From an optimization exercise on the open Yosys and OpenROAD flow, aimed at small area and a short achievable clock period; shortcuts taken in it are not production practice. Only simulation tests tie the RTL to the original design; equivalence was not proved. Power and IR drop assume default switching activity.

==> flow/design.v (excerpt) <==
module inst_queue
#(
    parameter int DEPTH = 16,
    parameter int DEQ_W = 2
) (
    input  logic                  clk,
    input  logic                  rst,
    input  logic                  flush,
    input  logic [PC_W-1:0]       group_pc,
    input  logic [GROUP_W-1:0]    inst_group,
    input  logic [FETCH_WIDTH-1:0] inst_group_valid,
    input  logic                  pre_valid,
    output logic                  out_ready,
    output logic [DEQ_W*INST_W-1:0] deq_inst,
    output logic [DEQ_W*PC_W-1:0] deq_pc,
    output logic [DEQ_W-1:0]      deq_valid,
    input  logic                  next_ready
);
For scale: roughly 300 I/O pins.
Settings: LEC_CHECK=0, CAP_MARGIN=20, CORE_MARGIN=2, CORE_UTILIZATION=60, PLACE_DENSITY=0.75, SETUP_SLACK_MARGIN=3.5, SLEW_MARGIN=20, TNS_END_PERCENT=0; clock period 6.0 ns.
standard.sh (not shown) runs the stock make flow with config.mk's settings and CLKGATE_MAP_FILE= SYNTH_SCRIPT=/design/flow/synth_recipe.tcl, a recipe that flattens the netlist after the stock synthesis.
==> flow/flow/run.sh <==
#!/bin/bash
# Standard ORFS layout with a few layout knobs changed on make's command line:
# sizing may change a cell's footprint, ports get plain buffers, and the
# clock tree gets no dummy loads and larger sink clusters. Synthesis is the standard one, run alone.
set -euo pipefail
bash standard.sh synth > synth.log 2>&1
bash standard.sh \
  MATCH_CELL_FOOTPRINT=0 \
  "BUFFER_PORTS_ARGS=-buffer_cell sky130_fd_sc_hd__buf_2" \
  "CTS_ARGS=-sink_clustering_enable -repair_clock_nets -dont_use_dummy_load -sink_clustering_size 25 -sink_clustering_max_diameter 80" \
  finish > layout.log 2>&1
Rerun with:
==> flow/flow/run.sh (replaced) <==
#!/bin/bash
# Standard ORFS layout with a few layout knobs changed on make's command line:
# sizing may change a cell's footprint, ports get plain buffers, and the
# clock tree gets no dummy loads. Synthesis is the standard one, run alone.
set -euo pipefail
bash standard.sh synth > synth.log 2>&1
bash standard.sh \
  MATCH_CELL_FOOTPRINT=0 \
  "BUFFER_PORTS_ARGS=-buffer_cell sky130_fd_sc_hd__buf_2" \
  "CTS_ARGS=-sink_clustering_enable -repair_clock_nets -dont_use_dummy_load" \
  finish > layout.log 2>&1
--- a/flow/config.mk
+++ b/flow/config.mk
@@ -9,4 +9,3 @@
 export CORE_MARGIN = 2
-export CORE_UTILIZATION = 60
-export PLACE_DENSITY = 0.75
+export CORE_UTILIZATION = 40
 export SETUP_SLACK_MARGIN = 3.5
=>
- setup slack is better by 130 ps
- synthesized cell count stays the same
- wire length went up by 10%
- clock-buffer cell count climbs by 58
- fmax went up by 4.8%
- sequential power stays flat
Rerun with:
==> flow/flow/run.sh (replaced) <==
#!/bin/bash
# Standard ORFS layout with a few layout knobs changed on make's command line:
# sizing may change a cell's footprint, ports get plain buffers, and the
# clock tree gets no dummy loads and larger sink clusters. Synthesis is the standard one, run alone.
set -euo pipefail
bash standard.sh synth > synth.log 2>&1
bash standard.sh \
  MATCH_CELL_FOOTPRINT=0 \
  "BUFFER_PORTS_ARGS=-buffer_cell sky130_fd_sc_hd__buf_2" \
  "CTS_ARGS=-sink_clustering_enable -repair_clock_nets -dont_use_dummy_load -sink_clustering_size 25 -sink_clustering_max_diameter 80" \
  finish > layout.log 2>&1
--- a/flow/config.mk
+++ b/flow/config.mk
@@ -9,3 +9,4 @@
 export CORE_MARGIN = 2
-export CORE_UTILIZATION = 40
+export CORE_UTILIZATION = 55
+export PLACE_DENSITY = 0.7
 export SETUP_SLACK_MARGIN = 3.5
Effect:
- worst setup slack gets better by 18 ps
- global-route usage climbs by 6.8 points
- final area fell by 3.9%
- synthesized area stays the same
- clock power came out lower by 35%
- total power fell by 13%
- sequential share of layout area rose by 1.7 points
Rerun with:
--- a/flow/config.mk
+++ b/flow/config.mk
@@ -10,3 +10,3 @@
 export CORE_UTILIZATION = 55
-export PLACE_DENSITY = 0.7
+export PLACE_DENSITY = 0.64
 export SETUP_SLACK_MARGIN = 3.5
Setup slack gets worse by 14 ps.
Global-route usage climbs by 3.6 points.
Routed wire length climbs by a little under a tenth.
Hold slack gets better by 14 ps.
Fmax drops slightly.
Core utilization climbs by 0.34 points.
Register-to-register slack gets worse by 40 ps.
Final area climbs slightly.
Clock skew drops by 13 ps.
Area after synthesis does not change.

---

The RTL this note starts from:
==> flow/design.v <==
package inst_queue_pkg;
    localparam int INST_W      = 32;
    localparam int PC_W        = 32;
    localparam int GROUP_W     = 128;
    localparam int FETCH_WIDTH = 4;
    function automatic int slot_lsb(input int slot);
        slot_lsb = GROUP_W - INST_W * (slot + 1);
    endfunction
    function automatic int slot_valid_bit(input int slot);
        slot_valid_bit = FETCH_WIDTH - 1 - slot;
    endfunction
    typedef struct packed {
        logic [PC_W-1:0]   pc;
        logic [INST_W-1:0] inst;
    } entry_t;
endpackage
import inst_queue_pkg::*;
module inst_compact
(
    input  logic [GROUP_W-1:0]     group,
    input  logic [FETCH_WIDTH-1:0] mask,
    input  logic [PC_W-1:0]        group_pc,
    input  logic [3:0]             start0_oh,
    input  logic [3:0]             start1_oh,
    input  logic                   next_ready,
    output logic [FETCH_WIDTH*(PC_W+INST_W)-1:0] lanes,
    output logic [4:0]             n_oh
);
    localparam int E_W = PC_W + INST_W;
    logic [3:0]  v;                     
    logic [15:0] item_sel;              
    logic [PC_W-1:4] pc_hi, pc_hi_inc;
    logic [3:0][1:0] mid_s;             
    logic [3:0]  cy_s;                  
    assign v = {mask[0], mask[1], mask[2], mask[3]};
    assign item_sel[0]  = v[0];
    assign item_sel[1]  = v[1] & ~v[0];
    assign item_sel[2]  = v[2] & ~v[1] & ~v[0];
    assign item_sel[3]  = v[3] & ~v[2] & ~v[1] & ~v[0];
    assign item_sel[4]  = 1'b0;
    assign item_sel[5]  = v[1] & v[0];
    assign item_sel[6]  = (v[2] & v[1] & ~v[0]) | (v[2] & ~v[1] & v[0]);
    assign item_sel[7]  = (v[3] & v[2] & ~v[1] & ~v[0]) | (v[3] & ~v[2] & v[1] & ~v[0])
                        | (v[3] & ~v[2] & ~v[1] & v[0]);
    assign item_sel[8]  = 1'b0;
    assign item_sel[9]  = 1'b0;
    assign item_sel[10] = v[2] & v[1] & v[0];
    assign item_sel[11] = (v[3] & v[2] & v[1] & ~v[0]) | (v[3] & v[2] & ~v[1] & v[0])
                        | (v[3] & ~v[2] & v[1] & v[0]);
    assign item_sel[12] = 1'b0;
    assign item_sel[13] = 1'b0;
    assign item_sel[14] = 1'b0;
    assign item_sel[15] = v[3] & v[2] & v[1] & v[0];
    assign n_oh[0] = ~v[3] & ~v[2] & ~v[1] & ~v[0];
    assign n_oh[1] = item_sel[0] & ~v[1] & ~v[2] & ~v[3] | item_sel[1] & ~v[2] & ~v[3]
                   | item_sel[2] & ~v[3] | item_sel[3];
    assign n_oh[2] = item_sel[5] & ~v[2] & ~v[3] | item_sel[6] & ~v[3] | item_sel[7];
    assign n_oh[3] = item_sel[10] & ~v[3] | item_sel[11];
    assign n_oh[4] = item_sel[15];
    assign pc_hi = group_pc[PC_W-1:4];
    for (genvar b = 4; b < PC_W; b++) begin : g_inc
        if (b == 4) begin : g_lsb
            assign pc_hi_inc[b] = ~pc_hi[b];
        end else begin : g_bit
            assign pc_hi_inc[b] = pc_hi[b] ^ (&pc_hi[b-1:4]);
        end
    end
    assign mid_s[0] = group_pc[3:2];
    assign mid_s[1] = {group_pc[3] ^ group_pc[2], ~group_pc[2]};
    assign mid_s[2] = {~group_pc[3], group_pc[2]};
    assign mid_s[3] = {~(group_pc[3] ^ group_pc[2]), ~group_pc[2]};
    assign cy_s     = {group_pc[3] | group_pc[2], group_pc[3], group_pc[3] & group_pc[2], 1'b0};
    for (genvar r = 0; r < 4; r++) begin : g_lane
        logic [3:0]        sel, sel0, sel1;
        logic [1:0]        mid;
        logic              cy;
        logic [INST_W-1:0] inst;
        assign sel0 = ({4{start0_oh[0]}} & item_sel[4*((r + 4 - 0) % 4) +: 4])
                    | ({4{start0_oh[1]}} & item_sel[4*((r + 4 - 1) % 4) +: 4])
                    | ({4{start0_oh[2]}} & item_sel[4*((r + 4 - 2) % 4) +: 4])
                    | ({4{start0_oh[3]}} & item_sel[4*((r + 4 - 3) % 4) +: 4]);
        assign sel1 = ({4{start1_oh[0]}} & item_sel[4*((r + 4 - 0) % 4) +: 4])
                    | ({4{start1_oh[1]}} & item_sel[4*((r + 4 - 1) % 4) +: 4])
                    | ({4{start1_oh[2]}} & item_sel[4*((r + 4 - 2) % 4) +: 4])
                    | ({4{start1_oh[3]}} & item_sel[4*((r + 4 - 3) % 4) +: 4]);
        assign sel  = next_ready ? sel1 : sel0;
        assign mid  = ({2{sel[0]}} & mid_s[0]) | ({2{sel[1]}} & mid_s[1])
                    | ({2{sel[2]}} & mid_s[2]) | ({2{sel[3]}} & mid_s[3]);
        assign cy   = (sel[1] & cy_s[1]) | (sel[2] & cy_s[2]) | (sel[3] & cy_s[3]);
        assign inst = ({INST_W{sel[0]}} & group[GROUP_W-1 -: INST_W])
                    | ({INST_W{sel[1]}} & group[GROUP_W-1-INST_W -: INST_W])
                    | ({INST_W{sel[2]}} & group[GROUP_W-1-2*INST_W -: INST_W])
                    | ({INST_W{sel[3]}} & group[GROUP_W-1-3*INST_W -: INST_W]);
        assign lanes[r*E_W +: E_W] = {(cy ? pc_hi_inc : pc_hi), mid, group_pc[1:0], inst};
    end
endmodule
import inst_queue_pkg::*;
module inst_queue
#(
    parameter int DEPTH = 16,
    parameter int DEQ_W = 2
) (
    input  logic                  clk,
    input  logic                  rst,
    input  logic                  flush,
    input  logic [PC_W-1:0]       group_pc,
    input  logic [GROUP_W-1:0]    inst_group,
    input  logic [FETCH_WIDTH-1:0] inst_group_valid,
    input  logic                  pre_valid,
    output logic                  out_ready,
    output logic [DEQ_W*INST_W-1:0] deq_inst,
    output logic [DEQ_W*PC_W-1:0] deq_pc,
    output logic [DEQ_W-1:0]      deq_valid,
    input  logic                  next_ready
);
    localparam int E_W = PC_W + INST_W;
    logic [E_W-1:0]   q [DEPTH];         
    logic [DEPTH:1]   th_q, th_d;        
    logic [3:0]       nm4_q, nm4_d;      
    logic [3:0]       nm4r_q, nm4r_d;    
    logic             ordy_q, ordy_d;    
    logic [1:0]       dv_q, dv_d;        
    logic [FETCH_WIDTH*E_W-1:0] lanes;
    logic [4:0]       n_oh;              
    logic [4:0]       add_oh;            
    logic [DEPTH:1]   base;              
    logic [3:0]       start_oh;          
    assign out_ready = ordy_q;
    assign deq_valid = dv_q;
    assign base     = next_ready ? {2'b0, th_q[DEPTH:3]} : th_q;
    assign start_oh = next_ready ? nm4r_q : nm4_q;
    inst_compact u_compact (
        .group    (inst_group),
        .mask     (inst_group_valid),
        .group_pc (group_pc),
        .start0_oh  (nm4_q),
        .start1_oh  (nm4r_q),
        .next_ready (next_ready),
        .lanes    (lanes),
        .n_oh     (n_oh)
    );
    assign add_oh = (pre_valid && ordy_q) ? n_oh : 5'b00001;
    always_comb begin
        th_d = '0;
        for (int a = 0; a < 5; a++) begin
            if (add_oh[a]) th_d = th_d | (DEPTH'(base) << a) | DEPTH'((1 << a) - 1);
        end
        nm4_d = '0;
        for (int a = 0; a < 4; a++) begin
            if (add_oh[a]) nm4_d = nm4_d | 4'((start_oh << a) | (start_oh >> (4 - a)));
        end
        if (add_oh[4]) nm4_d = nm4_d | start_oh;
        if (flush) begin
            th_d  = '0;
            nm4_d = 4'b0001;
        end
        nm4r_d = th_d[2] ? {nm4_d[1:0], nm4_d[3:2]} : 4'b0001;
        ordy_d = !th_d[13];
        dv_d   = th_d[2:1];
    end
    always_ff @(posedge clk or negedge rst) begin
        if (!rst) begin
            th_q   <= '0;
            nm4_q  <= 4'b0001;
            nm4r_q <= 4'b0001;
            ordy_q <= 1'b1;
            dv_q   <= '0;
        end else begin
            th_q   <= th_d;
            nm4_q  <= nm4_d;
            nm4r_q <= nm4r_d;
            ordy_q <= ordy_d;
            dv_q   <= dv_d;
        end
    end
    for (genvar i = 0; i < DEPTH; i++) begin : g_q
        logic hold, shift, load;
        logic [E_W-1:0] nxt;
        assign hold  = !next_ready && th_q[i + 1];
        if (i + 3 <= DEPTH) begin : g_sh
            assign shift = next_ready && th_q[i + 3];
            assign nxt   = ({E_W{hold}} & q[i]) | ({E_W{shift}} & q[i + 2])
                         | ({E_W{load}} & lanes[(i % 4) * E_W +: E_W]);
        end else begin : g_nsh
            assign shift = 1'b0;
            assign nxt   = ({E_W{hold}} & q[i]) | ({E_W{load}} & lanes[(i % 4) * E_W +: E_W]);
        end
        assign load = !hold && !shift;
        always_ff @(posedge clk) begin
            q[i] <= nxt;
        end
    end
    assign deq_inst[INST_W-1:0]        = q[0][INST_W-1:0];
    assign deq_pc[PC_W-1:0]            = q[0][E_W-1:INST_W];
    assign deq_inst[2*INST_W-1:INST_W] = q[1][INST_W-1:0];
    assign deq_pc[2*PC_W-1:PC_W]       = q[1][E_W-1:INST_W];
endmodule
==> flow/config.mk <==
export PLATFORM = sky130hd
export DESIGN_NAME = inst_queue
export DESIGN_NICKNAME = inst_queue
export VERILOG_FILES = /design/flow/design.v
export SDC_FILE = /design/flow/constraint.sdc
export NUM_CORES = 4
export LEC_CHECK = 0
export CAP_MARGIN = 20
export CORE_MARGIN = 2
export CORE_UTILIZATION = 55
export PLACE_DENSITY = 0.7
export SETUP_SLACK_MARGIN = 3.5
export SLEW_MARGIN = 20
export TNS_END_PERCENT = 0
==> flow/constraint.sdc <==
create_clock -name core_clock -period 6.0 [get_ports {clk}]
set_input_delay 1.2000 -clock core_clock [delete_from_list [all_inputs] [get_ports {clk}]]
set_output_delay 1.2000 -clock core_clock [all_outputs]
set_load 0.01 [all_outputs]
==> flow/flow/run.sh <==
#!/bin/bash
# Standard ORFS layout with a few layout knobs changed on make's command line:
# sizing may change a cell's footprint, ports get plain buffers, and the
# clock tree gets no dummy loads. Synthesis is the standard one, run alone.
set -euo pipefail
bash standard.sh synth > synth.log 2>&1
bash standard.sh \
  MATCH_CELL_FOOTPRINT=0 \
  "BUFFER_PORTS_ARGS=-buffer_cell sky130_fd_sc_hd__buf_2" \
  "CTS_ARGS=-sink_clustering_enable -repair_clock_nets -dont_use_dummy_load" \
  finish > layout.log 2>&1
The first run finished clean.
Next try:
==> flow/flow/run.sh (replaced) <==
#!/bin/bash
# Standard ORFS layout with a few layout knobs changed on make's command line:
# sizing may change a cell's footprint, ports get plain buffers, and the
# clock tree gets no dummy loads and larger sink clusters. Synthesis is the standard one, run alone.
set -euo pipefail
bash standard.sh synth > synth.log 2>&1
bash standard.sh \
  MATCH_CELL_FOOTPRINT=0 \
  "BUFFER_PORTS_ARGS=-buffer_cell sky130_fd_sc_hd__buf_2" \
  "CTS_ARGS=-sink_clustering_enable -repair_clock_nets -dont_use_dummy_load -sink_clustering_size 25 -sink_clustering_max_diameter 80" \
  finish > layout.log 2>&1
--- a/flow/config.mk
+++ b/flow/config.mk
@@ -8,6 +8,6 @@
 export CAP_MARGIN = 20
 export CORE_MARGIN = 2
-export CORE_UTILIZATION = 55
-export PLACE_DENSITY = 0.7
+export CORE_UTILIZATION = 50
+export PLACE_DENSITY = 0.65
 export SETUP_SLACK_MARGIN = 3.5
 export SLEW_MARGIN = 20
The new run finished with timing, DRC and antenna clean.
Wire length climbs by 5.8%.
Worst setup slack got worse by 100 ps.
Power drops by 12%.
Sequential power is about the same.
Final area drops by 2.6%.
Hold slack improved by 17 ps.
Core utilization drops by 7.5 points.
Critical path depth climbs by 5.
Next try:
--- a/flow/config.mk
+++ b/flow/config.mk
@@ -8,6 +8,6 @@
 export CAP_MARGIN = 20
 export CORE_MARGIN = 2
-export CORE_UTILIZATION = 50
-export PLACE_DENSITY = 0.65
+export CORE_UTILIZATION = 65
+export PLACE_DENSITY = 0.8
 export SETUP_SLACK_MARGIN = 3.5
 export SLEW_MARGIN = 20
=>
- The changed run produced a clean layout
- cell area fell by 0.31%
- synthesized area stays the same
- clock-buffer cell count is unchanged
- utilization rose by 18 points
- routed wire length fell by 4.3%

==> static timing again, ports no longer ideal <==
The results above use ideal ports. As a check the final layouts listed here were re-extracted and re-timed, cells and wires unchanged.
Step 1: set_driving_cell puts a clkbuf_16 on clk and a buf_2 on each other input, an assumption about the parent block.
Step 2, shift: input delay + t, output delay - t, t = (earliest + latest rising clock arrival at the registers) / 2. This alone moves slack from input paths to output paths.
Three values: ideal, step 1, step 2; two values: the first two.
run | t (ns) | setup WS [ns] | worst register clock-pin slew, ns | worst slew at a driven data input, ns | pins driven straight from the clock port
the first run of note 1 | 0.706 | 3.090 / 2.906 / 2.200 | 0.10 / 0.10 | 0.33 | 1
the second run of note 1 | 0.743 | 3.222 / 3.169 / 2.426 | 0.07 / 0.07 | 0.23 | 1
the third run of note 1 | 0.709 | 3.241 / 3.022 / 2.313 | 0.11 / 0.11 | 0.38 | 1
the fourth run of note 1 | 0.720 | 3.227 / 3.140 / 2.420 | 0.11 / 0.11 | 0.19 | 1
the first run of note 2 | 0.716 | 3.220 / 3.012 / 2.296 | 0.07 / 0.07 | 0.35 | 1
the second run of note 2 | 0.707 | 3.119 / 2.948 / 2.241 | 0.10 / 0.10 | 0.39 | 1
the third run of note 2 | 0.705 | 3.145 / 2.933 / 2.228 | 0.11 / 0.11 | 0.43 | 1
After both steps setup and hold are still met in every run listed. For the third run of note 1, which loses most, drivers alone change the setup slack by -0.219 ns; drivers and shift together by -0.928 ns.
